Context: an optimization exercise on an open-source flow, tuned for small area, a short achievable clock period and few clock cycles per item. The choices shown serve that exercise and are no tape-out recipe.
No functional check of the RTL was part of any run shown here.
Power figures rest on the tool's default switching activity, not on a simulated workload.

==> flow/design.v <==
`default_nettype none
package bicubic_pkg;
    localparam int PIX_W  = 8;
    localparam int FRAC_W = 8;    
    localparam int LEN_W  = 7;    
    typedef logic [PIX_W-1:0]  pix_t;
    typedef logic [FRAC_W-1:0] frac_t;
    typedef struct packed {
        pix_t p0;
        pix_t p1;
        pix_t p2;
        pix_t p3;
    } win_t;
    typedef struct packed {
        win_t  win;
        frac_t frac;
    } cubic_req_t;
    typedef enum logic [2:0] {
        ST_IDLE    = 3'd0,   
        ST_FILL    = 3'd1,   
        ST_DIVIDE  = 3'd2,   
        ST_ISSUE   = 3'd3,   
        ST_ADVANCE = 3'd4,   
        ST_DONE    = 3'd5    
    } ctrl_state_t;
endpackage
`default_nettype wire
`timescale 1ns/1ps
`default_nettype none
module csa_fa (input wire a, input wire b, input wire c, output wire s, output wire co);
    assign s  = a ^ b ^ c;
    assign co = (a & b) | (a & c) | (b & c);
endmodule
module csa_ha (input wire a, input wire b, output wire s, output wire co);
    assign s  = a ^ b;
    assign co = a & b;
endmodule
module bicubic_tree1 (
    input wire [10:0] au,
    input wire [7:0] x,
    input wire [10:0] a,
    input wire [9:0] s,
    output wire [11:0] ya,
    output wire [11:0] yb,
    output wire yc
);
    wire [19:0] e = {{2{s[9]}}, s, 8'd0} - {a[10], a, 8'd0} - {2'd0, x, 10'd0};
    wire t1;
    wire t2;
    wire t3;
    wire t4;
    wire t5;
    wire t6;
    wire t7;
    wire t8;
    wire t9;
    wire t10;
    wire t11;
    wire t12;
    wire t13;
    wire t14;
    wire t15;
    wire t16;
    wire t17;
    wire t18;
    wire t19;
    wire t20;
    wire t21;
    wire t22;
    wire t23;
    wire t24;
    wire t25;
    wire t26;
    wire t27;
    wire t28;
    wire t29;
    wire t30;
    wire t31;
    wire t32;
    wire t33;
    wire t34;
    wire t35;
    wire t36;
    wire t37;
    wire t38;
    wire t39;
    wire t40;
    wire t41;
    wire t42;
    wire t43;
    wire t44;
    wire t45;
    wire t46;
    wire t47;
    wire t48;
    wire t49;
    wire t50;
    wire t51;
    wire t52;
    wire t53;
    wire t54;
    wire t55;
    wire t56;
    wire t57;
    wire t58;
    wire t59;
    wire t60;
    wire t61;
    wire t62;
    wire t63;
    wire t64;
    wire t65;
    wire t66;
    wire t67;
    wire t68;
    wire t69;
    wire t70;
    wire t71;
    wire t72;
    wire t73;
    wire t74;
    wire t75;
    wire t76;
    wire t77;
    wire t78;
    wire t79;
    wire t80;
    wire t81;
    wire t82;
    wire t83;
    wire t84;
    wire t85;
    wire t86;
    wire t87;
    wire t88;
    wire t89;
    wire t90;
    wire t91;
    wire t92;
    wire t93;
    wire t94;
    wire t95;
    wire t96;
    wire t97;
    wire t98;
    wire t99;
    wire t100;
    wire t101;
    wire t102;
    wire t103;
    wire t104;
    wire t105;
    wire t106;
    wire t107;
    wire t108;
    wire t109;
    wire t110;
    wire t111;
    wire t112;
    wire t113;
    wire t114;
    wire t115;
    wire t116;
    wire t117;
    wire t118;
    wire t119;
    wire t120;
    wire t121;
    wire t122;
    wire t123;
    wire t124;
    wire t125;
    wire t126;
    wire t127;
    wire t128;
    wire t129;
    wire t130;
    wire t131;
    wire t132;
    wire t133;
    wire t134;
    wire t135;
    wire t136;
    wire t137;
    wire t138;
    wire t139;
    wire t140;
    wire t141;
    wire t142;
    wire t143;
    wire t144;
    wire t145;
    wire t146;
    wire t147;
    wire t148;
    wire t149;
    wire t150;
    wire t151;
    wire t152;
    wire t153;
    wire t154;
    csa_ha ht1 (.a((au[0] & x[5])), .b((au[1] & x[4])), .s(t1), .co(t2));
    csa_fa ft3 (.a((au[0] & x[6])), .b((au[1] & x[5])), .c((au[2] & x[4])), .s(t3), .co(t4));
    csa_ha ht5 (.a((au[3] & x[3])), .b((au[4] & x[2])), .s(t5), .co(t6));
    csa_fa ft7 (.a((au[0] & x[7])), .b((au[1] & x[6])), .c((au[2] & x[5])), .s(t7), .co(t8));
    csa_fa ft9 (.a((au[3] & x[4])), .b((au[4] & x[3])), .c((au[5] & x[2])), .s(t9), .co(t10));
    csa_ha ht11 (.a((au[6] & x[1])), .b((au[7] & x[0])), .s(t11), .co(t12));
    csa_fa ft13 (.a((au[1] & x[7])), .b((au[2] & x[6])), .c((au[3] & x[5])), .s(t13), .co(t14));
    csa_fa ft15 (.a((au[4] & x[4])), .b((au[5] & x[3])), .c((au[6] & x[2])), .s(t15), .co(t16));
    csa_fa ft17 (.a((au[7] & x[1])), .b((au[8] & x[0])), .c(e[8]), .s(t17), .co(t18));
    csa_fa ft19 (.a((au[2] & x[7])), .b((au[3] & x[6])), .c((au[4] & x[5])), .s(t19), .co(t20));
    csa_fa ft21 (.a((au[5] & x[4])), .b((au[6] & x[3])), .c((au[7] & x[2])), .s(t21), .co(t22));
    csa_fa ft23 (.a((au[8] & x[1])), .b((au[9] & x[0])), .c(e[9]), .s(t23), .co(t24));
    csa_fa ft25 (.a((au[10] & x[0])), .b((au[3] & x[7])), .c((au[4] & x[6])), .s(t25), .co(t26));
    csa_fa ft27 (.a((au[5] & x[5])), .b((au[6] & x[4])), .c((au[7] & x[3])), .s(t27), .co(t28));
    csa_fa ft29 (.a((au[8] & x[2])), .b((au[9] & x[1])), .c(e[10]), .s(t29), .co(t30));
    csa_fa ft31 (.a((au[10] & x[1])), .b((au[4] & x[7])), .c((au[5] & x[6])), .s(t31), .co(t32));
    csa_fa ft33 (.a((au[6] & x[5])), .b((au[7] & x[4])), .c((au[8] & x[3])), .s(t33), .co(t34));
    csa_ha ht35 (.a((au[9] & x[2])), .b(e[11]), .s(t35), .co(t36));
    csa_fa ft37 (.a((au[10] & x[2])), .b((au[5] & x[7])), .c((au[6] & x[6])), .s(t37), .co(t38));
    csa_fa ft39 (.a((au[7] & x[5])), .b((au[8] & x[4])), .c((au[9] & x[3])), .s(t39), .co(t40));
    csa_fa ft41 (.a((au[10] & x[3])), .b((au[6] & x[7])), .c((au[7] & x[6])), .s(t41), .co(t42));
    csa_ha ht43 (.a((au[0] & x[3])), .b((au[1] & x[2])), .s(t43), .co(t44));
    csa_fa ft45 (.a((au[0] & x[4])), .b((au[1] & x[3])), .c((au[2] & x[2])), .s(t45), .co(t46));
    csa_ha ht47 (.a((au[3] & x[1])), .b((au[4] & x[0])), .s(t47), .co(t48));
    csa_fa ft49 (.a((au[2] & x[3])), .b((au[3] & x[2])), .c((au[4] & x[1])), .s(t49), .co(t50));
    csa_fa ft51 (.a((au[5] & x[0])), .b(t1), .c(e[5]), .s(t51), .co(t52));
    csa_fa ft53 (.a((au[5] & x[1])), .b((au[6] & x[0])), .c(t2), .s(t53), .co(t54));
    csa_fa ft55 (.a(t5), .b(t3), .c(e[6]), .s(t55), .co(t56));
    csa_fa ft57 (.a(t6), .b(t11), .c(t4), .s(t57), .co(t58));
    csa_fa ft59 (.a(t7), .b(t9), .c(e[7]), .s(t59), .co(t60));
    csa_fa ft61 (.a(t12), .b(t10), .c(t8), .s(t61), .co(t62));
    csa_fa ft63 (.a(t13), .b(t15), .c(t17), .s(t63), .co(t64));
    csa_fa ft65 (.a(t14), .b(t16), .c(t19), .s(t65), .co(t66));
    csa_fa ft67 (.a(t21), .b(t18), .c(t23), .s(t67), .co(t68));
    csa_fa ft69 (.a(t20), .b(t22), .c(t25), .s(t69), .co(t70));
    csa_fa ft71 (.a(t27), .b(t24), .c(t29), .s(t71), .co(t72));
    csa_fa ft73 (.a(t26), .b(t28), .c(t31), .s(t73), .co(t74));
    csa_fa ft75 (.a(t33), .b(t35), .c(t30), .s(t75), .co(t76));
    csa_fa ft77 (.a(t32), .b(t34), .c(t37), .s(t77), .co(t78));
    csa_fa ft79 (.a(t39), .b(e[12]), .c(t36), .s(t79), .co(t80));
    csa_fa ft81 (.a((au[8] & x[5])), .b((au[9] & x[4])), .c(t38), .s(t81), .co(t82));
    csa_fa ft83 (.a(t40), .b(t41), .c(e[13]), .s(t83), .co(t84));
    csa_fa ft85 (.a((au[10] & x[4])), .b((au[7] & x[7])), .c((au[8] & x[6])), .s(t85), .co(t86));
    csa_fa ft87 (.a((au[9] & x[5])), .b(t42), .c(e[14]), .s(t87), .co(t88));
    csa_fa ft89 (.a((au[10] & x[5])), .b((au[8] & x[7])), .c((au[9] & x[6])), .s(t89), .co(t90));
    csa_ha ht91 (.a((au[0] & x[2])), .b((au[1] & x[1])), .s(t91), .co(t92));
    csa_fa ft93 (.a((au[2] & x[1])), .b((au[3] & x[0])), .c(t43), .s(t93), .co(t94));
    csa_fa ft95 (.a(t44), .b(t47), .c(t45), .s(t95), .co(t96));
    csa_fa ft97 (.a(t48), .b(t46), .c(t49), .s(t97), .co(t98));
    csa_fa ft99 (.a(t50), .b(t53), .c(t52), .s(t99), .co(t100));
    csa_fa ft101 (.a(t54), .b(t57), .c(t56), .s(t101), .co(t102));
    csa_fa ft103 (.a(t58), .b(t61), .c(t60), .s(t103), .co(t104));
    csa_fa ft105 (.a(t62), .b(t65), .c(t64), .s(t105), .co(t106));
    csa_fa ft107 (.a(t66), .b(t69), .c(t68), .s(t107), .co(t108));
    csa_fa ft109 (.a(t70), .b(t73), .c(t72), .s(t109), .co(t110));
    csa_fa ft111 (.a(t74), .b(t77), .c(t79), .s(t111), .co(t112));
    csa_fa ft113 (.a(t81), .b(t78), .c(t83), .s(t113), .co(t114));
    csa_fa ft115 (.a(t85), .b(t82), .c(t84), .s(t115), .co(t116));
    csa_fa ft117 (.a(t86), .b(t89), .c(e[15]), .s(t117), .co(t118));
    csa_fa ft119 (.a((au[10] & x[6])), .b((au[9] & x[7])), .c(t90), .s(t119), .co(t120));
    csa_ha ht121 (.a((au[0] & x[1])), .b((au[1] & x[0])), .s(t121), .co(t122));
    csa_fa ft123 (.a((au[2] & x[0])), .b(t91), .c(e[2]), .s(t123), .co(t124));
    csa_fa ft125 (.a(t92), .b(e[3]), .c(t93), .s(t125), .co(t126));
    csa_fa ft127 (.a(t94), .b(e[4]), .c(t95), .s(t127), .co(t128));
    csa_fa ft129 (.a(t96), .b(t97), .c(t51), .s(t129), .co(t130));
    csa_fa ft131 (.a(t98), .b(t55), .c(t99), .s(t131), .co(t132));
    csa_fa ft133 (.a(t59), .b(t100), .c(t101), .s(t133), .co(t134));
    csa_fa ft135 (.a(t102), .b(t103), .c(t63), .s(t135), .co(t136));
    csa_fa ft137 (.a(t104), .b(t67), .c(t105), .s(t137), .co(t138));
    csa_fa ft139 (.a(t71), .b(t106), .c(t107), .s(t139), .co(t140));
    csa_fa ft141 (.a(t75), .b(t108), .c(t109), .s(t141), .co(t142));
    csa_fa ft143 (.a(t76), .b(t111), .c(t110), .s(t143), .co(t144));
    csa_fa ft145 (.a(t80), .b(t113), .c(t112), .s(t145), .co(t146));
    csa_fa ft147 (.a(t87), .b(t114), .c(t115), .s(t147), .co(t148));
    csa_fa ft149 (.a(t88), .b(t117), .c(t116), .s(t149), .co(t150));
    csa_fa ft151 (.a(e[16]), .b(t119), .c(t118), .s(t151), .co(t152));
    csa_fa ft153 (.a((au[10] & x[7])), .b(e[17]), .c(t120), .s(t153), .co(t154));
    wire [19:0] ra = {e[19], t154, t152, t150, t148, t146, t144, t142, t140, t138, t136, t134, t132, t130, t128, t126, t124, t122, t121, (au[0] & x[0])};
    wire [19:0] rb = {1'b0, e[18], t153, t151, t149, t147, t145, t143, t141, t139, t137, t135, t133, t131, t129, t127, t125, t123, e[1], e[0]};
    wire [8:0] lo = {1'b0, ra[7:0]} + {1'b0, rb[7:0]};
    assign ya = ra[19:8];
    assign yb = rb[19:8];
    assign yc = lo[8];
endmodule
module bicubic_tree2 (
    input wire [11:0] hu,
    input wire [7:0] x,
    input wire [8:0] c,
    output wire [10:0] ya,
    output wire [10:0] yb,
    output wire yc
);
    wire [18:0] e = {{2{c[8]}}, c, 8'd0} - {x, 11'd0};
    wire t1;
    wire t2;
    wire t3;
    wire t4;
    wire t5;
    wire t6;
    wire t7;
    wire t8;
    wire t9;
    wire t10;
    wire t11;
    wire t12;
    wire t13;
    wire t14;
    wire t15;
    wire t16;
    wire t17;
    wire t18;
    wire t19;
    wire t20;
    wire t21;
    wire t22;
    wire t23;
    wire t24;
    wire t25;
    wire t26;
    wire t27;
    wire t28;
    wire t29;
    wire t30;
    wire t31;
    wire t32;
    wire t33;
    wire t34;
    wire t35;
    wire t36;
    wire t37;
    wire t38;
    wire t39;
    wire t40;
    wire t41;
    wire t42;
    wire t43;
    wire t44;
    wire t45;
    wire t46;
    wire t47;
    wire t48;
    wire t49;
    wire t50;
    wire t51;
    wire t52;
    wire t53;
    wire t54;
    wire t55;
    wire t56;
    wire t57;
    wire t58;
    wire t59;
    wire t60;
    wire t61;
    wire t62;
    wire t63;
    wire t64;
    wire t65;
    wire t66;
    wire t67;
    wire t68;
    wire t69;
    wire t70;
    wire t71;
    wire t72;
    wire t73;
    wire t74;
    wire t75;
    wire t76;
    wire t77;
    wire t78;
    wire t79;
    wire t80;
    wire t81;
    wire t82;
    wire t83;
    wire t84;
    wire t85;
    wire t86;
    wire t87;
    wire t88;
    wire t89;
    wire t90;
    wire t91;
    wire t92;
    wire t93;
    wire t94;
    wire t95;
    wire t96;
    wire t97;
    wire t98;
    wire t99;
    wire t100;
    wire t101;
    wire t102;
    wire t103;
    wire t104;
    wire t105;
    wire t106;
    wire t107;
    wire t108;
    wire t109;
    wire t110;
    wire t111;
    wire t112;
    wire t113;
    wire t114;
    wire t115;
    wire t116;
    wire t117;
    wire t118;
    wire t119;
    wire t120;
    wire t121;
    wire t122;
    wire t123;
    wire t124;
    wire t125;
    wire t126;
    wire t127;
    wire t128;
    wire t129;
    wire t130;
    wire t131;
    wire t132;
    wire t133;
    wire t134;
    wire t135;
    wire t136;
    wire t137;
    wire t138;
    wire t139;
    wire t140;
    wire t141;
    wire t142;
    wire t143;
    wire t144;
    wire t145;
    wire t146;
    wire t147;
    wire t148;
    wire t149;
    wire t150;
    wire t151;
    wire t152;
    wire t153;
    wire t154;
    wire t155;
    wire t156;
    wire t157;
    wire t158;
    wire t159;
    wire t160;
    wire t161;
    wire t162;
    wire t163;
    wire t164;
    wire t165;
    wire t166;
    wire t167;
    wire t168;
    csa_ha ht1 (.a(e[5]), .b((hu[0] & x[5])), .s(t1), .co(t2));
    csa_fa ft3 (.a(e[6]), .b((hu[0] & x[6])), .c((hu[1] & x[5])), .s(t3), .co(t4));
    csa_ha ht5 (.a((hu[2] & x[4])), .b((hu[3] & x[3])), .s(t5), .co(t6));
    csa_fa ft7 (.a(e[7]), .b((hu[0] & x[7])), .c((hu[1] & x[6])), .s(t7), .co(t8));
    csa_fa ft9 (.a((hu[2] & x[5])), .b((hu[3] & x[4])), .c((hu[4] & x[3])), .s(t9), .co(t10));
    csa_ha ht11 (.a((hu[5] & x[2])), .b((hu[6] & x[1])), .s(t11), .co(t12));
    csa_fa ft13 (.a(e[8]), .b((hu[1] & x[7])), .c((hu[2] & x[6])), .s(t13), .co(t14));
    csa_fa ft15 (.a((hu[3] & x[5])), .b((hu[4] & x[4])), .c((hu[5] & x[3])), .s(t15), .co(t16));
    csa_fa ft17 (.a((hu[6] & x[2])), .b((hu[7] & x[1])), .c((hu[8] & x[0])), .s(t17), .co(t18));
    csa_fa ft19 (.a(e[9]), .b((hu[2] & x[7])), .c((hu[3] & x[6])), .s(t19), .co(t20));
    csa_fa ft21 (.a((hu[4] & x[5])), .b((hu[5] & x[4])), .c((hu[6] & x[3])), .s(t21), .co(t22));
    csa_fa ft23 (.a((hu[7] & x[2])), .b((hu[8] & x[1])), .c((hu[9] & x[0])), .s(t23), .co(t24));
    csa_fa ft25 (.a(e[10]), .b((hu[10] & x[0])), .c((hu[3] & x[7])), .s(t25), .co(t26));
    csa_fa ft27 (.a((hu[4] & x[6])), .b((hu[5] & x[5])), .c((hu[6] & x[4])), .s(t27), .co(t28));
    csa_fa ft29 (.a((hu[7] & x[3])), .b((hu[8] & x[2])), .c((hu[9] & x[1])), .s(t29), .co(t30));
    csa_fa ft31 (.a(e[11]), .b((hu[10] & x[1])), .c((hu[11] & x[0])), .s(t31), .co(t32));
    csa_fa ft33 (.a((hu[4] & x[7])), .b((hu[5] & x[6])), .c((hu[6] & x[5])), .s(t33), .co(t34));
    csa_fa ft35 (.a((hu[7] & x[4])), .b((hu[8] & x[3])), .c((hu[9] & x[2])), .s(t35), .co(t36));
    csa_fa ft37 (.a(e[12]), .b((hu[10] & x[2])), .c((hu[11] & x[1])), .s(t37), .co(t38));
    csa_fa ft39 (.a((hu[5] & x[7])), .b((hu[6] & x[6])), .c((hu[7] & x[5])), .s(t39), .co(t40));
    csa_ha ht41 (.a((hu[8] & x[4])), .b((hu[9] & x[3])), .s(t41), .co(t42));
    csa_fa ft43 (.a(e[13]), .b((hu[10] & x[3])), .c((hu[11] & x[2])), .s(t43), .co(t44));
    csa_fa ft45 (.a((hu[6] & x[7])), .b((hu[7] & x[6])), .c((hu[8] & x[5])), .s(t45), .co(t46));
    csa_fa ft47 (.a(e[14]), .b((hu[10] & x[4])), .c((hu[11] & x[3])), .s(t47), .co(t48));
    csa_ha ht49 (.a(e[3]), .b((hu[0] & x[3])), .s(t49), .co(t50));
    csa_fa ft51 (.a(e[4]), .b((hu[0] & x[4])), .c((hu[1] & x[3])), .s(t51), .co(t52));
    csa_ha ht53 (.a((hu[2] & x[2])), .b((hu[3] & x[1])), .s(t53), .co(t54));
    csa_fa ft55 (.a((hu[1] & x[4])), .b((hu[2] & x[3])), .c((hu[3] & x[2])), .s(t55), .co(t56));
    csa_fa ft57 (.a((hu[4] & x[1])), .b((hu[5] & x[0])), .c(t1), .s(t57), .co(t58));
    csa_fa ft59 (.a((hu[4] & x[2])), .b((hu[5] & x[1])), .c((hu[6] & x[0])), .s(t59), .co(t60));
    csa_fa ft61 (.a(t2), .b(t5), .c(t3), .s(t61), .co(t62));
    csa_fa ft63 (.a((hu[7] & x[0])), .b(t6), .c(t11), .s(t63), .co(t64));
    csa_fa ft65 (.a(t4), .b(t7), .c(t9), .s(t65), .co(t66));
    csa_fa ft67 (.a(t12), .b(t10), .c(t8), .s(t67), .co(t68));
    csa_fa ft69 (.a(t13), .b(t15), .c(t17), .s(t69), .co(t70));
    csa_fa ft71 (.a(t14), .b(t16), .c(t18), .s(t71), .co(t72));
    csa_fa ft73 (.a(t19), .b(t21), .c(t23), .s(t73), .co(t74));
    csa_fa ft75 (.a(t20), .b(t22), .c(t24), .s(t75), .co(t76));
    csa_fa ft77 (.a(t25), .b(t27), .c(t29), .s(t77), .co(t78));
    csa_fa ft79 (.a(t26), .b(t28), .c(t30), .s(t79), .co(t80));
    csa_fa ft81 (.a(t31), .b(t33), .c(t35), .s(t81), .co(t82));
    csa_fa ft83 (.a(t41), .b(t32), .c(t34), .s(t83), .co(t84));
    csa_fa ft85 (.a(t36), .b(t37), .c(t39), .s(t85), .co(t86));
    csa_fa ft87 (.a((hu[9] & x[4])), .b(t42), .c(t38), .s(t87), .co(t88));
    csa_fa ft89 (.a(t40), .b(t43), .c(t45), .s(t89), .co(t90));
    csa_fa ft91 (.a((hu[7] & x[7])), .b((hu[8] & x[6])), .c((hu[9] & x[5])), .s(t91), .co(t92));
    csa_fa ft93 (.a(t44), .b(t46), .c(t47), .s(t93), .co(t94));
    csa_fa ft95 (.a(e[15]), .b((hu[10] & x[5])), .c((hu[11] & x[4])), .s(t95), .co(t96));
    csa_fa ft97 (.a((hu[8] & x[7])), .b((hu[9] & x[6])), .c(t48), .s(t97), .co(t98));
    csa_fa ft99 (.a(e[16]), .b((hu[10] & x[6])), .c((hu[11] & x[5])), .s(t99), .co(t100));
    csa_ha ht101 (.a(e[2]), .b((hu[0] & x[2])), .s(t101), .co(t102));
    csa_fa ft103 (.a((hu[1] & x[2])), .b((hu[2] & x[1])), .c((hu[3] & x[0])), .s(t103), .co(t104));
    csa_fa ft105 (.a((hu[4] & x[0])), .b(t50), .c(t53), .s(t105), .co(t106));
    csa_fa ft107 (.a(t54), .b(t52), .c(t55), .s(t107), .co(t108));
    csa_fa ft109 (.a(t56), .b(t59), .c(t58), .s(t109), .co(t110));
    csa_fa ft111 (.a(t60), .b(t63), .c(t62), .s(t111), .co(t112));
    csa_fa ft113 (.a(t64), .b(t66), .c(t67), .s(t113), .co(t114));
    csa_fa ft115 (.a(t68), .b(t70), .c(t71), .s(t115), .co(t116));
    csa_fa ft117 (.a(t72), .b(t74), .c(t75), .s(t117), .co(t118));
    csa_fa ft119 (.a(t76), .b(t78), .c(t79), .s(t119), .co(t120));
    csa_fa ft121 (.a(t80), .b(t82), .c(t83), .s(t121), .co(t122));
    csa_fa ft123 (.a(t84), .b(t86), .c(t87), .s(t123), .co(t124));
    csa_fa ft125 (.a(t91), .b(t88), .c(t90), .s(t125), .co(t126));
    csa_fa ft127 (.a(t92), .b(t95), .c(t94), .s(t127), .co(t128));
    csa_fa ft129 (.a((hu[9] & x[7])), .b(t96), .c(t99), .s(t129), .co(t130));
    csa_fa ft131 (.a(e[17]), .b((hu[10] & x[7])), .c((hu[11] & x[6])), .s(t131), .co(t132));
    csa_ha ht133 (.a(e[1]), .b((hu[0] & x[1])), .s(t133), .co(t134));
    csa_fa ft135 (.a((hu[1] & x[1])), .b((hu[2] & x[0])), .c(t101), .s(t135), .co(t136));
    csa_fa ft137 (.a(t102), .b(t49), .c(t103), .s(t137), .co(t138));
    csa_fa ft139 (.a(t104), .b(t51), .c(t105), .s(t139), .co(t140));
    csa_fa ft141 (.a(t106), .b(t57), .c(t107), .s(t141), .co(t142));
    csa_fa ft143 (.a(t108), .b(t61), .c(t109), .s(t143), .co(t144));
    csa_fa ft145 (.a(t65), .b(t110), .c(t111), .s(t145), .co(t146));
    csa_fa ft147 (.a(t69), .b(t112), .c(t113), .s(t147), .co(t148));
    csa_fa ft149 (.a(t73), .b(t114), .c(t115), .s(t149), .co(t150));
    csa_fa ft151 (.a(t77), .b(t116), .c(t117), .s(t151), .co(t152));
    csa_fa ft153 (.a(t81), .b(t118), .c(t119), .s(t153), .co(t154));
    csa_fa ft155 (.a(t85), .b(t120), .c(t121), .s(t155), .co(t156));
    csa_fa ft157 (.a(t89), .b(t122), .c(t123), .s(t157), .co(t158));
    csa_fa ft159 (.a(t93), .b(t124), .c(t125), .s(t159), .co(t160));
    csa_fa ft161 (.a(t97), .b(t126), .c(t127), .s(t161), .co(t162));
    csa_fa ft163 (.a(t98), .b(t129), .c(t128), .s(t163), .co(t164));
    csa_fa ft165 (.a(t100), .b(t131), .c(t130), .s(t165), .co(t166));
    csa_fa ft167 (.a(e[18]), .b((hu[11] & x[7])), .c(t132), .s(t167), .co(t168));
    wire [18:0] ra = {t166, t164, t162, t160, t158, t156, t154, t152, t150, t148, t146, t144, t142, t140, t138, t136, t134, t133, e[0]};
    wire [18:0] rb = {t167, t165, t163, t161, t159, t157, t155, t153, t151, t149, t147, t145, t143, t141, t139, t137, t135, (hu[1] & x[0]), (hu[0] & x[0])};
    wire [8:0] lo = {1'b0, ra[7:0]} + {1'b0, rb[7:0]};
    assign ya = ra[18:8];
    assign yb = rb[18:8];
    assign yc = lo[8];
endmodule
module bicubic_tree3 (
    input wire [10:0] hu,
    input wire [7:0] x,
    input wire [7:0] p,
    output wire [9:0] ya,
    output wire [9:0] yb,
    output wire yc
);
    wire [18:0] e = {2'd0, p, 9'h100} - {1'd0, x, 10'd0};
    wire t1;
    wire t2;
    wire t3;
    wire t4;
    wire t5;
    wire t6;
    wire t7;
    wire t8;
    wire t9;
    wire t10;
    wire t11;
    wire t12;
    wire t13;
    wire t14;
    wire t15;
    wire t16;
    wire t17;
    wire t18;
    wire t19;
    wire t20;
    wire t21;
    wire t22;
    wire t23;
    wire t24;
    wire t25;
    wire t26;
    wire t27;
    wire t28;
    wire t29;
    wire t30;
    wire t31;
    wire t32;
    wire t33;
    wire t34;
    wire t35;
    wire t36;
    wire t37;
    wire t38;
    wire t39;
    wire t40;
    wire t41;
    wire t42;
    wire t43;
    wire t44;
    wire t45;
    wire t46;
    wire t47;
    wire t48;
    wire t49;
    wire t50;
    wire t51;
    wire t52;
    wire t53;
    wire t54;
    wire t55;
    wire t56;
    wire t57;
    wire t58;
    wire t59;
    wire t60;
    wire t61;
    wire t62;
    wire t63;
    wire t64;
    wire t65;
    wire t66;
    wire t67;
    wire t68;
    wire t69;
    wire t70;
    wire t71;
    wire t72;
    wire t73;
    wire t74;
    wire t75;
    wire t76;
    wire t77;
    wire t78;
    wire t79;
    wire t80;
    wire t81;
    wire t82;
    wire t83;
    wire t84;
    wire t85;
    wire t86;
    wire t87;
    wire t88;
    wire t89;
    wire t90;
    wire t91;
    wire t92;
    wire t93;
    wire t94;
    wire t95;
    wire t96;
    wire t97;
    wire t98;
    wire t99;
    wire t100;
    wire t101;
    wire t102;
    wire t103;
    wire t104;
    wire t105;
    wire t106;
    wire t107;
    wire t108;
    wire t109;
    wire t110;
    wire t111;
    wire t112;
    wire t113;
    wire t114;
    wire t115;
    wire t116;
    wire t117;
    wire t118;
    wire t119;
    wire t120;
    wire t121;
    wire t122;
    wire t123;
    wire t124;
    wire t125;
    wire t126;
    wire t127;
    wire t128;
    wire t129;
    wire t130;
    wire t131;
    wire t132;
    wire t133;
    wire t134;
    wire t135;
    wire t136;
    wire t137;
    wire t138;
    wire t139;
    wire t140;
    wire t141;
    wire t142;
    wire t143;
    wire t144;
    wire t145;
    wire t146;
    wire t147;
    wire t148;
    wire t149;
    wire t150;
    wire t151;
    wire t152;
    wire t153;
    wire t154;
    csa_ha ht1 (.a(e[5]), .b((hu[0] & x[5])), .s(t1), .co(t2));
    csa_fa ft3 (.a(e[6]), .b((hu[0] & x[6])), .c((hu[1] & x[5])), .s(t3), .co(t4));
    csa_ha ht5 (.a((hu[2] & x[4])), .b((hu[3] & x[3])), .s(t5), .co(t6));
    csa_fa ft7 (.a(e[7]), .b((hu[0] & x[7])), .c((hu[1] & x[6])), .s(t7), .co(t8));
    csa_fa ft9 (.a((hu[2] & x[5])), .b((hu[3] & x[4])), .c((hu[4] & x[3])), .s(t9), .co(t10));
    csa_ha ht11 (.a((hu[5] & x[2])), .b((hu[6] & x[1])), .s(t11), .co(t12));
    csa_fa ft13 (.a(e[8]), .b((hu[1] & x[7])), .c((hu[2] & x[6])), .s(t13), .co(t14));
    csa_fa ft15 (.a((hu[3] & x[5])), .b((hu[4] & x[4])), .c((hu[5] & x[3])), .s(t15), .co(t16));
    csa_fa ft17 (.a((hu[6] & x[2])), .b((hu[7] & x[1])), .c((hu[8] & x[0])), .s(t17), .co(t18));
    csa_fa ft19 (.a(e[9]), .b((hu[2] & x[7])), .c((hu[3] & x[6])), .s(t19), .co(t20));
    csa_fa ft21 (.a((hu[4] & x[5])), .b((hu[5] & x[4])), .c((hu[6] & x[3])), .s(t21), .co(t22));
    csa_fa ft23 (.a((hu[7] & x[2])), .b((hu[8] & x[1])), .c((hu[9] & x[0])), .s(t23), .co(t24));
    csa_fa ft25 (.a(e[10]), .b((hu[10] & x[0])), .c((hu[3] & x[7])), .s(t25), .co(t26));
    csa_fa ft27 (.a((hu[4] & x[6])), .b((hu[5] & x[5])), .c((hu[6] & x[4])), .s(t27), .co(t28));
    csa_fa ft29 (.a((hu[7] & x[3])), .b((hu[8] & x[2])), .c((hu[9] & x[1])), .s(t29), .co(t30));
    csa_fa ft31 (.a(e[11]), .b((hu[10] & x[1])), .c((hu[4] & x[7])), .s(t31), .co(t32));
    csa_fa ft33 (.a((hu[5] & x[6])), .b((hu[6] & x[5])), .c((hu[7] & x[4])), .s(t33), .co(t34));
    csa_ha ht35 (.a((hu[8] & x[3])), .b((hu[9] & x[2])), .s(t35), .co(t36));
    csa_fa ft37 (.a(e[12]), .b((hu[10] & x[2])), .c((hu[5] & x[7])), .s(t37), .co(t38));
    csa_fa ft39 (.a((hu[6] & x[6])), .b((hu[7] & x[5])), .c((hu[8] & x[4])), .s(t39), .co(t40));
    csa_fa ft41 (.a(e[13]), .b((hu[10] & x[3])), .c((hu[6] & x[7])), .s(t41), .co(t42));
    csa_ha ht43 (.a(e[3]), .b((hu[0] & x[3])), .s(t43), .co(t44));
    csa_fa ft45 (.a(e[4]), .b((hu[0] & x[4])), .c((hu[1] & x[3])), .s(t45), .co(t46));
    csa_ha ht47 (.a((hu[2] & x[2])), .b((hu[3] & x[1])), .s(t47), .co(t48));
    csa_fa ft49 (.a((hu[1] & x[4])), .b((hu[2] & x[3])), .c((hu[3] & x[2])), .s(t49), .co(t50));
    csa_fa ft51 (.a((hu[4] & x[1])), .b((hu[5] & x[0])), .c(t1), .s(t51), .co(t52));
    csa_fa ft53 (.a((hu[4] & x[2])), .b((hu[5] & x[1])), .c((hu[6] & x[0])), .s(t53), .co(t54));
    csa_fa ft55 (.a(t2), .b(t5), .c(t3), .s(t55), .co(t56));
    csa_fa ft57 (.a((hu[7] & x[0])), .b(t6), .c(t11), .s(t57), .co(t58));
    csa_fa ft59 (.a(t4), .b(t7), .c(t9), .s(t59), .co(t60));
    csa_fa ft61 (.a(t12), .b(t10), .c(t8), .s(t61), .co(t62));
    csa_fa ft63 (.a(t13), .b(t15), .c(t17), .s(t63), .co(t64));
    csa_fa ft65 (.a(t14), .b(t16), .c(t18), .s(t65), .co(t66));
    csa_fa ft67 (.a(t19), .b(t21), .c(t23), .s(t67), .co(t68));
    csa_fa ft69 (.a(t20), .b(t22), .c(t24), .s(t69), .co(t70));
    csa_fa ft71 (.a(t25), .b(t27), .c(t29), .s(t71), .co(t72));
    csa_fa ft73 (.a(t35), .b(t26), .c(t28), .s(t73), .co(t74));
    csa_fa ft75 (.a(t30), .b(t31), .c(t33), .s(t75), .co(t76));
    csa_fa ft77 (.a((hu[9] & x[3])), .b(t36), .c(t32), .s(t77), .co(t78));
    csa_fa ft79 (.a(t34), .b(t37), .c(t39), .s(t79), .co(t80));
    csa_fa ft81 (.a((hu[7] & x[6])), .b((hu[8] & x[5])), .c((hu[9] & x[4])), .s(t81), .co(t82));
    csa_fa ft83 (.a(t38), .b(t40), .c(t41), .s(t83), .co(t84));
    csa_fa ft85 (.a(e[14]), .b((hu[10] & x[4])), .c((hu[7] & x[7])), .s(t85), .co(t86));
    csa_fa ft87 (.a((hu[8] & x[6])), .b((hu[9] & x[5])), .c(t42), .s(t87), .co(t88));
    csa_fa ft89 (.a(e[15]), .b((hu[10] & x[5])), .c((hu[8] & x[7])), .s(t89), .co(t90));
    csa_ha ht91 (.a(e[2]), .b((hu[0] & x[2])), .s(t91), .co(t92));
    csa_fa ft93 (.a((hu[1] & x[2])), .b((hu[2] & x[1])), .c((hu[3] & x[0])), .s(t93), .co(t94));
    csa_fa ft95 (.a((hu[4] & x[0])), .b(t44), .c(t47), .s(t95), .co(t96));
    csa_fa ft97 (.a(t48), .b(t46), .c(t49), .s(t97), .co(t98));
    csa_fa ft99 (.a(t50), .b(t53), .c(t52), .s(t99), .co(t100));
    csa_fa ft101 (.a(t54), .b(t57), .c(t56), .s(t101), .co(t102));
    csa_fa ft103 (.a(t58), .b(t60), .c(t61), .s(t103), .co(t104));
    csa_fa ft105 (.a(t62), .b(t64), .c(t65), .s(t105), .co(t106));
    csa_fa ft107 (.a(t66), .b(t68), .c(t69), .s(t107), .co(t108));
    csa_fa ft109 (.a(t70), .b(t72), .c(t73), .s(t109), .co(t110));
    csa_fa ft111 (.a(t74), .b(t76), .c(t77), .s(t111), .co(t112));
    csa_fa ft113 (.a(t81), .b(t78), .c(t80), .s(t113), .co(t114));
    csa_fa ft115 (.a(t82), .b(t85), .c(t84), .s(t115), .co(t116));
    csa_fa ft117 (.a((hu[9] & x[6])), .b(t86), .c(t89), .s(t117), .co(t118));
    csa_fa ft119 (.a(e[16]), .b((hu[10] & x[6])), .c((hu[9] & x[7])), .s(t119), .co(t120));
    csa_ha ht121 (.a(e[1]), .b((hu[0] & x[1])), .s(t121), .co(t122));
    csa_fa ft123 (.a((hu[1] & x[1])), .b((hu[2] & x[0])), .c(t91), .s(t123), .co(t124));
    csa_fa ft125 (.a(t92), .b(t43), .c(t93), .s(t125), .co(t126));
    csa_fa ft127 (.a(t94), .b(t45), .c(t95), .s(t127), .co(t128));
    csa_fa ft129 (.a(t96), .b(t51), .c(t97), .s(t129), .co(t130));
    csa_fa ft131 (.a(t98), .b(t55), .c(t99), .s(t131), .co(t132));
    csa_fa ft133 (.a(t59), .b(t100), .c(t101), .s(t133), .co(t134));
    csa_fa ft135 (.a(t63), .b(t102), .c(t103), .s(t135), .co(t136));
    csa_fa ft137 (.a(t67), .b(t104), .c(t105), .s(t137), .co(t138));
    csa_fa ft139 (.a(t71), .b(t106), .c(t107), .s(t139), .co(t140));
    csa_fa ft141 (.a(t75), .b(t108), .c(t109), .s(t141), .co(t142));
    csa_fa ft143 (.a(t79), .b(t110), .c(t111), .s(t143), .co(t144));
    csa_fa ft145 (.a(t83), .b(t112), .c(t113), .s(t145), .co(t146));
    csa_fa ft147 (.a(t87), .b(t114), .c(t115), .s(t147), .co(t148));
    csa_fa ft149 (.a(t88), .b(t117), .c(t116), .s(t149), .co(t150));
    csa_fa ft151 (.a(t90), .b(t119), .c(t118), .s(t151), .co(t152));
    csa_fa ft153 (.a(e[17]), .b((hu[10] & x[7])), .c(t120), .s(t153), .co(t154));
    wire [18:0] ra = {t154, t152, t150, t148, t146, t144, t142, t140, t138, t136, t134, t132, t130, t128, t126, t124, t122, t121, e[0]};
    wire [18:0] rb = {e[18], t153, t151, t149, t147, t145, t143, t141, t139, t137, t135, t133, t131, t129, t127, t125, t123, (hu[1] & x[0]), (hu[0] & x[0])};
    wire [9:0] lo = {1'b0, ra[8:0]} + {1'b0, rb[8:0]};
    assign ya = ra[18:9];
    assign yb = rb[18:9];
    assign yc = lo[9];
endmodule
`default_nettype wire
`timescale 1ns/1ps
`default_nettype none
module bicubic_resampler #(
    parameter int LEN_W = bicubic_pkg::LEN_W
) (
    input  wire logic              CLK,
    input  wire logic              RST,
    input  wire logic              start_i,
    input  wire logic [LEN_W-1:0]  src_len_i,
    input  wire logic [LEN_W-1:0]  dst_len_i,
    input  wire logic              src_valid_i,
    input  wire bicubic_pkg::pix_t src_pix_i,
    output logic                   src_ready_o,
    output logic                   out_valid_o,
    output bicubic_pkg::pix_t      out_pix_o,
    input  wire logic              out_ready_i,
    output logic                   done_o
);
    localparam int QN = 7;   
    logic             busy;        
    logic             done_r;
    logic [LEN_W-1:0] den;         
    logic [LEN_W-1:0] src_left;    
    logic             sl_nz;       
    logic [7:0]       nb;          
    logic             nbv;         
    logic             srdy;        
    logic [LEN_W-1:0] out_left;    
    logic             ol_nz;       
    logic             k8;          
    logic             loaded;      
    logic             filling;     
    logic [1:0]       fsh;         
    logic             out0;        
    logic             prep;        
    logic [QN-1:0]    oc;          
    logic [1:0]       dcnt;        
    logic             ddone;       
    logic [7:0]       kq;          
    logic [LEN_W-1:0] rr;          
    logic [LEN_W-1:0] dmr;         
    logic [7:0]       xr;          
    logic [7:0]       xn;          
    logic [LEN_W-1:0] en;          
    logic             sh;          
    logic [7:0]         p1, p2, p3;
    logic signed [10:0] ca;
    logic signed [9:0]  cs;        
    logic signed [8:0]  cc;
    logic start_go, pop, iss0, issr, iss, run, avail, step, take, win_sh, use_nb;
    logic [7:0] npix;
    logic [7:0] x_in;
    assign start_go = start_i && !busy;
    assign pop      = out_valid_o && out_ready_i;
    assign run    = prep && ol_nz && !oc[QN-1];
    assign avail  = nbv || !sl_nz;
    assign src_ready_o = srdy;
    assign take   = srdy && src_valid_i;
    assign step   = filling && avail;                     
    assign iss0   = busy && loaded && !out0;
    assign issr   = run && (!sh || avail);
    assign iss    = iss0 || issr;
    assign win_sh = (step && loaded) || (issr && sh);
    assign use_nb = nbv && (step || (issr && sh));
    assign npix   = nbv ? nb : p3;
    assign x_in   = out0 ? xr : 8'd0;
    logic [LEN_W+1:0] sd;          
    logic [LEN_W:0]   t1, t2;
    logic [LEN_W+1:0] u1, u2;
    logic [LEN_W-1:0] r1, r2;
    logic             q1, q2;
    always_comb begin
        sd = {1'b0, src_len_i, 1'b0} + {2'b01, ~dst_len_i};
        t1 = {en, 1'b0};
        u1 = {1'b0, t1} - {2'b00, den};
        q1 = !u1[LEN_W+1];
        r1 = q1 ? u1[LEN_W-1:0] : t1[LEN_W-1:0];
        t2 = {r1, 1'b0};
        u2 = {1'b0, t2} - {2'b00, den};
        q2 = !u2[LEN_W+1];
        r2 = q2 ? u2[LEN_W-1:0] : t2[LEN_W-1:0];
    end
    logic       ecar;
    logic [8:0] xsum;
    logic [9:0] xcs;
    always_comb begin
        ecar = (en >= dmr);
        xcs  = {1'b0, xn, 1'b1} + {1'b0, kq, ecar};
        xsum = xcs[9:1];
    end
    logic busy_n, out0_n, ddone_n, filling_n, prep_n, fin, sl_nz_n, nbv_n, ol_nz_n, sh_n, dlast;
    logic [QN-1:0] oc_n;
    always_comb begin
        dlast     = !ddone && dcnt == 2'd3;
        fin       = pop && oc[0] && !oc[1] && !ol_nz;     
        busy_n    = start_go || (busy && !fin);
        out0_n    = !start_go && (out0 || iss0);
        ddone_n   = !start_go && (ddone || dlast);
        filling_n = start_go || (filling && !(step && loaded && fsh == 2'd1));
        prep_n    = busy_n && out0_n && ddone_n && !filling_n;
        sl_nz_n   = start_go || (take ? (src_left != LEN_W'(1)) : sl_nz);
        nbv_n     = !start_go && (take || (nbv && !use_nb));
        ol_nz_n   = start_go || (iss ? (out_left != LEN_W'(1)) : ol_nz);
        if (iss && !pop)      oc_n = {oc[QN-2:0], 1'b1};
        else if (!iss && pop) oc_n = {1'b0, oc[QN-1:1]};
        else                  oc_n = oc;
        if (dlast)     sh_n = k8 | kq[6];
        else if (issr) sh_n = xsum[8] | k8;
        else           sh_n = sh;
    end
    always_ff @(posedge CLK) begin
        if (RST) begin
            busy    <= 1'b0;
            done_r  <= 1'b0;
            oc      <= '0;
            filling <= 1'b0;
            prep    <= 1'b0;
            srdy    <= 1'b0;
        end else begin
            busy    <= busy_n;
            filling <= filling_n;
            prep    <= prep_n;
            oc      <= oc_n;
            srdy    <= busy_n && sl_nz_n
                       && (!nbv_n || filling_n || (prep_n && ol_nz_n && !oc_n[QN-1] && sh_n));
            if (start_go) done_r <= 1'b0;
            else if (fin) done_r <= 1'b1;
        end
    end
    always_ff @(posedge CLK) begin
        out0  <= out0_n;
        ddone <= ddone_n;
        sl_nz <= sl_nz_n;
        nbv   <= nbv_n;
        ol_nz <= ol_nz_n;
        sh    <= sh_n;
        if (take) nb <= src_pix_i;
        if (start_go) begin
            den      <= dst_len_i - 1'b1;
            k8       <= (src_len_i == dst_len_i);
            src_left <= src_len_i;
            out_left <= dst_len_i;
            loaded   <= 1'b0;
            fsh      <= (src_len_i == dst_len_i) ? 2'd3 : 2'd2;
            dcnt     <= 2'd0;
        end else begin
            if (take) src_left <= src_left - 1'b1;
            if (iss)  out_left <= out_left - 1'b1;
            if (step) begin
                loaded <= 1'b1;
                if (loaded) fsh <= fsh - 1'b1;
            end
            if (!ddone) dcnt <= dcnt + 1'b1;
        end
    end
    always_ff @(posedge CLK) begin
        if (start_go) begin
            en <= sd[LEN_W+1] ? sd[LEN_W-1:0] : LEN_W'({src_len_i, 1'b0} - 2'd2);
            kq <= {7'd0, sd[LEN_W+1]};
        end else if (!ddone && dcnt != 2'd3) begin
            en <= r2;
            kq <= {kq[5:0], q1, q2};
        end else if (dlast) begin
            kq  <= k8 ? 8'd0 : {kq[6:0], q1};
            rr  <= k8 ? '0 : r1;
            dmr <= k8 ? den : LEN_W'(den - r1);
            xr  <= k8 ? 8'd0 : {kq[6:0], q1};
            xn  <= k8 ? 8'd0 : {kq[5:0], q1, q2};
            en  <= k8 ? '0 : r2;
        end else if (issr) begin
            xr <= xn;
            xn <= xsum[7:0];
            en <= ecar ? LEN_W'(en - dmr) : LEN_W'(en + rr);
        end
    end
    logic signed [10:0] na;
    logic signed [9:0]  ns;
    logic signed [8:0]  nc;
    bicubic_coef u_coef (.p1(p1), .p2(p2), .p3(p3), .n(npix), .a(na), .s(ns), .c(nc));
    always_ff @(posedge CLK) begin
        if (step && !loaded) begin
            p1 <= nb;
            p2 <= nb;
            p3 <= nb;
            ca <= '0;
            cs <= '0;
            cc <= '0;
        end else if (win_sh) begin
            p1 <= p2;
            p2 <= p3;
            p3 <= npix;
            ca <= na;
            cs <= ns;
            cc <= nc;
        end
    end
    logic [5:1]         v;
    logic [11:0]        r1a, r1b;
    logic               r1c;
    logic [11:0]        h1;
    logic [10:0]        r2a, r2b;
    logic               r2c;
    logic [10:0]        h2;
    logic [9:0]         r3a, r3b;
    logic               r3c;
    logic signed [8:0]  c1, c2;
    logic [7:0]         pp1, pp2, pp3, pp4;
    logic [7:0]         x1, x2, x3, x4;
    logic [11:0] t1a, t1b;
    logic        t1c;
    logic [10:0] t2a, t2b;
    logic        t2c;
    logic [9:0]  t3a, t3b;
    logic        t3c;
    logic [12:0] h1c;
    logic [11:0] h2c;
    logic [10:0] y3c;
    logic [9:0]  y3;
    logic [7:0]  res;
    bicubic_tree1 u_t1 (.au({~ca[10], ca[9:0]}), .x(x_in), .a(ca), .s(cs), .ya(t1a), .yb(t1b), .yc(t1c));
    assign h1c = {r1a, 1'b1} + {r1b, r1c};
    bicubic_tree2 u_t2 (.hu({~h1[11], h1[10:0]}), .x(x2), .c(c2), .ya(t2a), .yb(t2b), .yc(t2c));
    assign h2c = {r2a, 1'b1} + {r2b, r2c};
    bicubic_tree3 u_t3 (.hu({~h2[10], h2[9:0]}), .x(x4), .p(pp4), .ya(t3a), .yb(t3b), .yc(t3c));
    assign y3c = {r3a, 1'b1} + {r3b, r3c};
    assign y3  = y3c[10:1];
    assign res = y3[9] ? 8'd0 : (y3[8] ? 8'hff : y3[7:0]);
    always_ff @(posedge CLK) begin
        if (RST) v <= '0;
        else     v <= {v[4:1], iss};
    end
    always_ff @(posedge CLK) begin
        r1a <= t1a;
        r1b <= t1b;
        r1c <= t1c;
        c1  <= cc;
        pp1 <= p1;
        x1  <= x_in;
        h1  <= h1c[12:1];
        c2  <= c1;
        pp2 <= pp1;
        x2  <= x1;
        r2a <= t2a;
        r2b <= t2b;
        r2c <= t2c;
        pp3 <= pp2;
        x3  <= x2;
        h2  <= h2c[11:1];
        pp4 <= pp3;
        x4  <= x3;
        r3a <= t3a;
        r3b <= t3b;
        r3c <= t3c;
    end
    logic [7:0]    qe [QN];
    logic [QN-1:0] qv;
    logic [QN-1:0] qv_hold, qv_pop;
    logic [7:0]    qe_hold [QN];
    logic [7:0]    qe_pop [QN];
    always_comb begin
        qv_hold = v[5] ? {qv[QN-2:0], 1'b1} : qv;
        qv_pop  = v[5] ? qv : {1'b0, qv[QN-1:1]};
        for (int i = 0; i < QN; i++) begin
            qe_hold[i] = (v[5] && !qv[i] && (i == 0 || qv[(i + QN - 1) % QN])) ? res : qe[i];
            if (i == QN - 1) qe_pop[i] = qe[i];
            else qe_pop[i] = (v[5] && qv[i] && !qv[(i + 1) % QN]) ? res : qe[(i + 1) % QN];
        end
    end
    always_ff @(posedge CLK) begin
        if (RST) qv <= '0;
        else     qv <= pop ? qv_pop : qv_hold;
        for (int i = 0; i < QN; i++) begin
            qe[i] <= pop ? qe_pop[i] : qe_hold[i];
        end
    end
    assign out_valid_o = qv[0];
    assign out_pix_o   = qe[0];
    assign done_o      = done_r;
endmodule
module bicubic_coef (
    input  wire logic [7:0]         p1,
    input  wire logic [7:0]         p2,
    input  wire logic [7:0]         p3,
    input  wire logic [7:0]         n,
    output logic signed [10:0]      a,
    output logic signed [9:0]       s,
    output logic signed [8:0]       c
);
    assign a = 11'sd3 * $signed({3'b0, p2}) - $signed({3'b0, p1}) - 11'sd3 * $signed({3'b0, p3})
               + $signed({3'b0, n});
    assign s = $signed({2'b0, p1}) - 10'sd2 * $signed({2'b0, p2}) + $signed({2'b0, p3});
    assign c = $signed({1'b0, p3}) - $signed({1'b0, p1});
endmodule
`default_nettype wire
==> flow/run.sh <==
#!/bin/bash
# synth_recipe.tcl (not shown) runs the flow's synth.tcl, then flattens the netlist and writes it again
# the make line also repeats each setting of config.mk as NAME=value (left out here)
make -C /OpenROAD-flow-scripts/flow DESIGN_CONFIG=/design/flow/config.mk WORK_HOME=/design/flow/orfs CLKGATE_MAP_FILE= SYNTH_SCRIPT=/design/flow/synth_recipe.tcl finish
==> flow/config.mk <==
export PLATFORM = sky130hd
export DESIGN_NAME = bicubic_resampler
export DESIGN_NICKNAME = bicubic_resampler
export VERILOG_FILES = /design/flow/design.v
export SDC_FILE = /design/flow/constraint.sdc
export NUM_CORES = 4
export LEC_CHECK = 0
export ABC_CLOCK_PERIOD_IN_PS = 4000
export CAP_MARGIN = 20
export CORE_MARGIN = 2
export CORE_UTILIZATION = 40
export SETUP_SLACK_MARGIN = 5
export SLEW_MARGIN = 20
export SYNTH_HIERARCHICAL = 1
==> flow/constraint.sdc <==
create_clock -name core_clock -period 10.0 [get_ports {CLK}]
set_input_delay 2.0000 -clock core_clock [delete_from_list [all_inputs] [get_ports {CLK}]]
set_output_delay 2.0000 -clock core_clock [all_outputs]
set_load 0.01 [all_outputs]
==> results by group, run 1 <==
Status
  • Status: no timing/DRC/antenna violations

Clock tree
  • Clk root buf: clkbuf_16
  • Clk sinks: about 390
  • Max Root-Sink Buffers: 3
  • H-tree depth: 2
  • Worst-path clk slew: ~0.060 ns
  • CTS buffer count: 47
  • CTS tree: yes
  • Worst skew pair latency: approximately 0.6 ns

Setup path
  • Critical-path maximum fanout: 6
  • Critical Path AT: 5.25 ns
  • R2r worst-path depth: 18
  • Max incr delay on CP: 0.51 ns
  • Critical path cell sequence: buf_4 > ha_1 > a21oi_2 > nor2_1 > a2111oi_4 > xor2_1 > fa_1 > fa_1 > inv_1 > fa_1 > inv_1 > ha_1 > o21a_1 > a41o_2 > o41ai_2 > xnor2_1 > o22ai_1 > nor2_1
  • Critical Path Start Type: register
  • Reg-to-reg endpoint: ca[9]
  • Critical path type: reg -> reg
  • R2R Setup Slk: between 5 and 6 ns
  • R2R Path Start: p3[1]
  • CP most frequent cell: fa_1
  • Crit-path slowest cell: fa_1
  • Worst path required time: 10.47 ns
  • Crit end category: register

Final layout
  • Fraction of layout cells with a size suffix above 1: 8.449%
  • Nets: 3,037
  • Layout Area Growth over Synthesis: 9.583%
  • Post-route insts no fill: 3,474
  • FILL cells: ~6,400
  • Number of diodes: 0

Min path
  • Hold Path Sink: x4[2]
  • Hold Startpoint: x3[2]
  • WHS Path Cells: 0
  • Tightest Hold Check Type: reg -> reg

Power
  • Leak: ~13 nW
  • Power per Cell Area: 261.6 mW/mm2
  • VDD IR-drop max: between 0.00015 and 0.0002 V

Place
  • Post-DP HPWL: 44.29 mm
  • Placed insts: 3,381
  • IO buf count: 37
  • Final GP Congestion: 0.8740

Synthesis
  • Synth Flop Type: dfxtp_1
  • EDFF count, synth: 150
  • Synth Cell Area: approximately 0.027 mm2
  • Synth warnings: 10
  • Avg Inst Size Synth: 10.70 um2
  • Cell variety after synth: 99
  • Synth Instances: 2,564
  • #FFs+latches synth: just under 400
  • Post-synth ARST share: 0%
  • Sequential area share after synthesis: 34.23%

GRT
  • Tot GR Track Use: 17.03%
  • Largest net degree at the start of global routing: 47
  • Initial antenna violation count: 0
  • First-pass GRT wire length: 97.40 mm
  • Met1 usage: between 20% and 30%
  • GRT busiest layer: met2
  • Met3 Use GR: ~2.3%
  • GR Overflow Total: 0
  • Vias in the first global route: between 15,000 and 20,000
  • Grt met2 use: between 20% and 30%

Die
  • Die X: 265.9 um
  • I/O pin count: 38
  • Initial Util: 40.21%
  • Die Y: 265.9 um
  • FP Rows: 96
  • Die Area: 0.07069 mm2
  • CORE AREA: 0.06823 mm2

Drt
  • Post-route ant nets: 0
  • First-pass iteration count of the detailed router: 5
  • DRC violation total after the first TritonRoute iteration: 1,034
  • Via count of the routed design: 17,700
  • Remaining DRCs: 0
  • Wire length per cell: 16.88 um
  • Final WL: 58.63 mm
  • DR vias/cell: between 5 and 6

STA
  • Normalized max-slew margin: between 30 and 40%
  • Worst Tran Pin Value: 1.018 ns
  • Fmax: 209.2 MHz
  • Worst Skew: 0.02943 ns
  • Min Tclk post-route: 4.781 ns
  • Slew Limit Fails: 0
  • Final hold violation count: 0
  • RSZ-0062 raised after global routing: false
  • Fin crit share: between 40% and 50%
  • Setup-failing EPs final: 0
  • Final setup TNS: 0 ns

Run
  • Max-cap violations: 0
registers in the layout, summed over array words and instances, names as in the netlist, 9 cells and up:
register / cells
qe: 56
h1: 12
r1a: 12
r1b: 12
ca: 11
h2: 11
r2a: 11
r2b: 11
cs: 10
r3a: 10
r3b: 10
c1: 9
c2: 9
cc: 9
per-module statistics from Yosys (local to each module, per instance):
| module | cells | area, um2 | copies in the design |
|---|---|---|---|
| bicubic_tree3 | 181 | 1239 | 1 |
| bicubic_resampler | 1460 | 16510 | 1 |
| csa_fa | 1 | 20.02 | 214 |
| csa_ha | 1 | 12.51 | 24 |
| bicubic_tree2 | 186 | 1235 | 1 |
| bicubic_coef | 268 | 2222 | 1 |
| bicubic_tree1 | 231 | 1639 | 1 |
cells in the mapped netlist (25+ instances only):
cell type / n / share of area (%)
and2_1: 281 / 6.4
fa_1: 263 / 19
dfxtp_1: 244 / 18
inv_1: 210 / 2.9
ha_1: 194 / 8.8
nor2_1: 163 / 2.2
edfxtp_1: 150 / 16
nand2_1: 140 / 1.9
a21oi_1: 111 / 2.0
xnor2_1: 82 / 2.6
mux2_2: 68 / 2.8
buf_4: 67 / 1.8
o21ai_0: 66 / 1.2
clkbuf_1: 55 / 0.75
xor2_1: 37 / 1.2
nor3_1: 32 / 0.58
o22ai_1: 32 / 0.73
nor2b_1: 30 / 0.68
a21o_1: 28 / 0.77
o21a_1: 25 / 0.68
worst max-delay path, delay by kind of cell, from the launching register on:
kind / cells / cell delay, ns
adder cells (fa/ha/maj): 5 / 2.13
AO/OA/AOI/OAI: 6 / 1.36
flip-flops: 1 / 0.39
XOR/XNOR: 2 / 0.33
buffers and inverters: 3 / 0.27
AND/OR/NAND/NOR: 2 / 0.16
stage by stage:
stage | setup slack (ns) | util, % | hold WS [ns] | power (mW) | area, um2
3_3_place_gp | 4.986 | 41.48 | 0.3109 | 5.959 | 28300
2_1_floorplan | 5.274 | - | 0.3096 | 5.461 | 27500
4_1_cts | 5.021 | 43.94 | 0.3175 | 7.923 | 29980
6_report | 5.219 | 44.06 | 0.3183 | 7.864 | 30060
3_5_place_dp | 4.947 | 41.49 | 0.3121 | 6.058 | 28300
5_1_grt | 4.976 | 44.06 | 0.3273 | 8.486 | 30060
timing repair:
action / in CTS / in global routing
pin swaps: 0 / 3
setup endpoints to repair: 2 / 4
setup buffers: 1 / 3
hold buffers: 0 / 0
resized for setup: 1 / 9
layout make-up:
| class | count | area (um2) | share of cell area, % |
|---|---|---|---|
| multi-input cells | 1848 | 16640 | 55.35 |
| flip-flops and latches | 394 | 9389 | 31.23 |
| clock buffers | 57 | 1287 | 4.283 |
| well taps | 882 | 1104 | 3.671 |
| inverters | 211 | 792.0 | 2.635 |
| repair buffers | 51 | 475.5 | 1.582 |
| clock inverters | 31 | 374.1 | 1.245 |
routing by layer:
layer	vias up	share of wire (%)
li1	8552	-
met1	8750	45
met2	298	48
met3	96	3.8
met4	0	2.8
met5	-	0
where the power goes:
| group | total, mW | switching, mW | internal [mW] | leakage [nW] |
|---|---|---|---|---|
| Clock | 1.82 | 0.710 | 1.10 | 0.804 |
| Sequential | 2.45 | 0.331 | 2.12 | 3.39 |
| Combinational | 3.60 | 1.96 | 1.64 | 9.08 |
| Total | 7.86 | 3.00 | 4.86 | 13.3 |
kinds of logic (layout without fill, tap and decap cells):
| kind of cell | Yosys count | after routing | synth area share, % |
|---|---|---|---|
| adder cells (fa/ha/maj) | 458 | 458 | 28.08 |
| other | 5 | 23 | 0.06843 |
| XOR/XNOR | 120 | 120 | 3.900 |
| flip-flops | 394 | 394 | 34.23 |
| AND/OR/NAND/NOR | 764 | 764 | 14.72 |
| multiplexers | 83 | 83 | 3.362 |
| buffers and inverters | 340 | 350 | 5.606 |
| AO/OA/AOI/OAI | 400 | 400 | 10.03 |
worst max path at each step:
stage / cells past startpoint / slack (ns) / startpoint / to
6_report: 18 / 5.22 / p3[1] / ca[9]
5_1_grt: 18 / 4.98 / p3[1] / ca[9]
4_1_cts: 18 / 5.02 / p3[0] / ca[10]
3_5_place_dp: 20 / 4.95 / p3[1] / ca[10]
3_3_place_gp: 20 / 4.99 / p3[1] / ca[10]
2_1_floorplan: 20 / 5.27 / p3[1] / ca[10]
layout by cell type, fill, tap and decap left out, types with 37 or more instances in the layout:
master	synthesis	final
a21oi_1	111	106
and2_1	281	281
clkbuf_16	0	50
clkdlybuf4s50_1	0	37
dfxtp_1	244	244
edfxtp_1	150	150
fa_1	263	262
ha_1	194	191
inv_1	210	210
mux2_2	68	68
nand2_1	140	139
nor2_1	163	162
o21ai_0	66	66
xnor2_1	82	81
xor2_1	37	37
==> inputs of run 2 (changes only) <==
==> flow/flow/run.sh (new file) <==
#!/bin/bash
set -euo pipefail
sed 's/ SETUP_SLACK_MARGIN=[0-9.]* / SETUP_SLACK_MARGIN=6.4 /' standard.sh > standard_margin.sh
grep -q 'SETUP_SLACK_MARGIN=6.4' standard_margin.sh
bash standard_margin.sh > standard.log 2>&1
==> flow/standard.sh (new file) <==
#!/bin/bash
# synth_recipe.tcl (not shown) runs the flow's synth.tcl, then flattens the netlist and writes it again
# the make line also repeats each setting of config.mk as NAME=value (left out here)
make -C /OpenROAD-flow-scripts/flow DESIGN_CONFIG=/design/flow/config.mk WORK_HOME=/design/flow/orfs CLKGATE_MAP_FILE= SYNTH_SCRIPT=/design/flow/synth_recipe.tcl "${@:-finish}"
removed: flow/run.sh
==> run 2 against run 1 <==
- sequential cell count unchanged
- die area unchanged
- combinational power increased by 17%
- critical path type unchanged
- largest cell class unchanged
- highest routed layer is now met5
==> results by group, run 2 <==
Status
  • Status: no timing/DRC/antenna violations

Synthesis
  • #FFs+latches synth: 394
  • Synth warnings: 10
  • Synth cell count leaders: and2_1, fa_1, dfxtp_1, inv_1, ha_1
  • Yosys top cell by area: fa_1
  • Synth Flop Type: dfxtp_1
  • Cell variety after synth: approximately 100
  • Avg Inst Size Synth: 10.70 um2
  • Top cell type's share of synthesized area: between 10% and 20%
  • Top-count cell post-synth: and2_1
  • EDFF count, synth: 150
  • Post-synth ARST share: 0%
  • Synth Instances: 2,564
  • Synth top area cells: fa_1, dfxtp_1, edfxtp_1
  • Synth Cell Area: 0.02743 mm2
  • Sequential area share after synthesis: around a third

Place
  • IO buf count: 37
  • Post-DP HPWL: about 44 mm
  • Final GP Congestion: 0.8435
  • DP Area: 0.02845 mm2
  • Placed insts: approximately 3,400
  • Worst slack at placement: 5.162 ns

Final layout
  • Util after Layout: 45.62%
  • Most frequent cells in the layout: and2_1, fa_1, dfxtp_1
  • Number of flip-flops in the largest register: 56
  • Commonest non-fill, non-tap cell in the layout: and2_1
  • Fraction of layout cells with a size suffix above 1: about 14%
  • Most flop-heavy register: qe
  • Layout Area Growth over Synthesis: 13.47%
  • Final Instance Area: 0.03113 mm2
  • Nets: 3,097
  • Post-route insts no fill: 3,531

GRT
  • GR Overflow Total: 0
  • Tot GR Track Use: 16.83%
  • Largest net degree at the start of global routing: 39
  • Initial antenna violation count: 2
  • First-pass GRT wire length: 97.36 mm
  • Vias in the first global route: 18,960

Drt
  • Final WL: 58.72 mm
  • Post-route ant nets: 0
  • Via count of the routed design: 18,000
  • Wire length per cell: 16.63 um
  • Remaining DRCs: 0
  • DR vias/cell: 5.097
  • First-pass iteration count of the detailed router: 6
  • DRC violation total after the first TritonRoute iteration: 864

STA
  • Normalized max-slew margin: between 30% and 40%
  • Hold_ws: 0.3224 ns
  • Min Tclk post-route: 4.602 ns
  • Final WS setup: 5.398 ns
  • Worst Tran Pin Value: 1.048 ns
  • Setup-failing EPs final: 0
  • Slew Limit Fails: 0
  • Worst Skew: 0.02367 ns
  • Fmax: 217.3 MHz
  • Fin crit share: 46.02%
  • Final setup TNS: 0 ns
  • Final hold violation count: 0
  • RSZ-0062 raised after global routing: true

Die
  • Die Y: approximately 270 um
  • Die X: ~270 um
  • I/O pin count: 38
  • FP Rows: 96
  • Die Area: 0.07069 mm2
  • CORE AREA: between 0.06 and 0.07 mm2
  • Initial Util: 40.21%

Setup path
  • Critical Path AT: 5.03 ns
  • Crit end category: register
  • Worst path required time: approximately 10 ns
  • Critical Path Start Type: register
  • Critical path type: reg -> reg
  • Critical-path maximum fanout: 3

Clock tree
  • H-tree depth: 2
  • Worst skew pair latency: about 0.57 ns
  • CTS buffer count: 43
  • Clk root buf: clkbuf_16
  • Worst-path clk slew: about 0.07 ns
  • CTS tree: yes
  • Max Root-Sink Buffers: 3
  • Clk sinks: 394

Power
  • Leak: 13.63 nW
  • Sw Pwr: approximately 3.2 mW
  • Net Sw Frac: 38.38%
  • Pint: slightly above 5 mW
  • VDD IR-drop max: 0.0002892 V
  • Clock network power share: 19.5%
  • Power per Cell Area: 265.8 mW/mm2
  • Power consumption: 8.274 mW
  • Flop pwr share: 29.5%
  • Logic pwr share: 51.0%

Run
  • Max-cap violations: 0

Min path
  • Tightest Hold Check Type: reg -> reg
-- run 2: area by class of cell --
cell class                 count  area (um2)
timing repair buffer         113       997.2
multi-input combinational   1850       17370
sequential                   394        9405
tap                          882        1104
antenna                        1       2.502
clock inverter                17       161.4
clock buffer                  63        1285
inverter                     211       803.3
fill                        6243       37100
-- run 2: cells by family (layout without fill, tap and decap cells) --
family / Yosys count / after routing / synth area share [%]
AO/OA/AOI/OAI: 400 / 400 / 10.03
buffers and inverters: 340 / 404 / 5.606
AND/OR/NAND/NOR: 764 / 766 / 14.72
XOR/XNOR: 120 / 120 / 3.900
multiplexers: 83 / 83 / 3.362
flip-flops: 394 / 394 / 34.23
other: 5 / 24 / 0.06843
adder cells (fa/ha/maj): 458 / 458 / 28.08
-- run 2: timing repair --
action                                  in CTS  in global routing
buffers inserted                            47                 19
gates cloned                                 2                  0
hold buffers                                 0                  0
endpoints found under the setup margin      72                 65
hold endpoints to repair                     0                  0
resized for setup                           88                 65
pin swaps                                   44                 48
-- run 2: final timing paths --
path | startpoint | endpoint | depth (start not counted) | slack, ns
setup / recovery | p3[1] | ca[10] | 20 | 5.40
setup reg to reg | p3[1] | ca[10] | 20 | 5.40
hold reg to reg | x3[3] | x4[3] | 0 | 0.32
hold / removal | x3[3] | x4[3] | 0 | 0.32
-- run 2: power by group through the flow --
| stage | Sequential [mW] | Combinational (mW) | Clock (mW) |
|---|---|---|---|
| CTS | 2.44 | 3.95 | 1.65 |
| global placement | 2.48 | 3.51 | 0 |
| finish | 2.44 | 4.22 | 1.61 |
| detailed placement | 2.48 | 3.61 | 0 |
| global route | 2.48 | 4.73 | 1.72 |
| floorplan | 2.31 | 3.20 | 0 |
-- run 2: critical path, stage by stage, from the launching register on --
cell	delay [ns]
edfxtp_1	0.47
buf_6	0.17
fa_2	0.39
a21o_1	0.19
a21oi_4	0.16
o21bai_1	0.10
a21oi_2	0.21
xnor2_2	0.10
fa_1	0.49
fa_1	0.49
inv_1	0.05
fa_1	0.49
inv_2	0.05
ha_4	0.23
a21o_2	0.21
a21oi_1	0.13
o21ai_1	0.08
a21oi_1	0.16
xnor2_1	0.09
o22ai_1	0.15
nor2_1	0.05
-- run 2: layer usage --
| metal | vias up | global-route usage (%) | part of all wire [%] |
|---|---|---|---|
| li1 | 8690 | - | - |
| met1 | 8856 | 22.15 | 45 |
| met2 | 336 | 28.46 | 48 |
| met3 | 114 | 2.458 | 3.6 |
| met4 | 2 | 5.572 | 3.1 |
| met5 | - | 0 | 0.022 |
-- run 2: per-module statistics from Yosys (local to each module, per instance) --
module             times used  cell area [um2]
bicubic_tree1               1             1639
bicubic_tree3               1             1239
bicubic_resampler           1            16510
bicubic_coef                1             2222
bicubic_tree2               1             1235
csa_ha                     24            12.51
csa_fa                    214            20.02

[re-timing with driven ports]
Ports are ideal in the flow. The routed layouts listed here were re-timed in OpenROAD. Step 1 sets driving cells, clkbuf_16 on the clock port and buf_2 on the other inputs (assumed; they add their load-dependent delay and slew). Step 2 also shifts input and output timing later by t, the mid clock arrival at the registers, as if the neighbouring blocks saw the same clock. Slacks: ideal ports / drivers / drivers and shift; pairs: ideal ports / drivers.
| run | t (ns) | setup WS [ns] | worst setup path at the end |
|---|---|---|---|
| run 1 | 0.641 | 5.219 / 5.219 / 5.203 | input to register |
| run 2 | 0.616 | 5.398 / 5.398 / 5.398 | register to register |
After both steps every run listed still meets setup and hold. For run 1, which loses most, drivers alone change the setup slack by 0.000 ns; drivers and shift together by -0.016 ns.
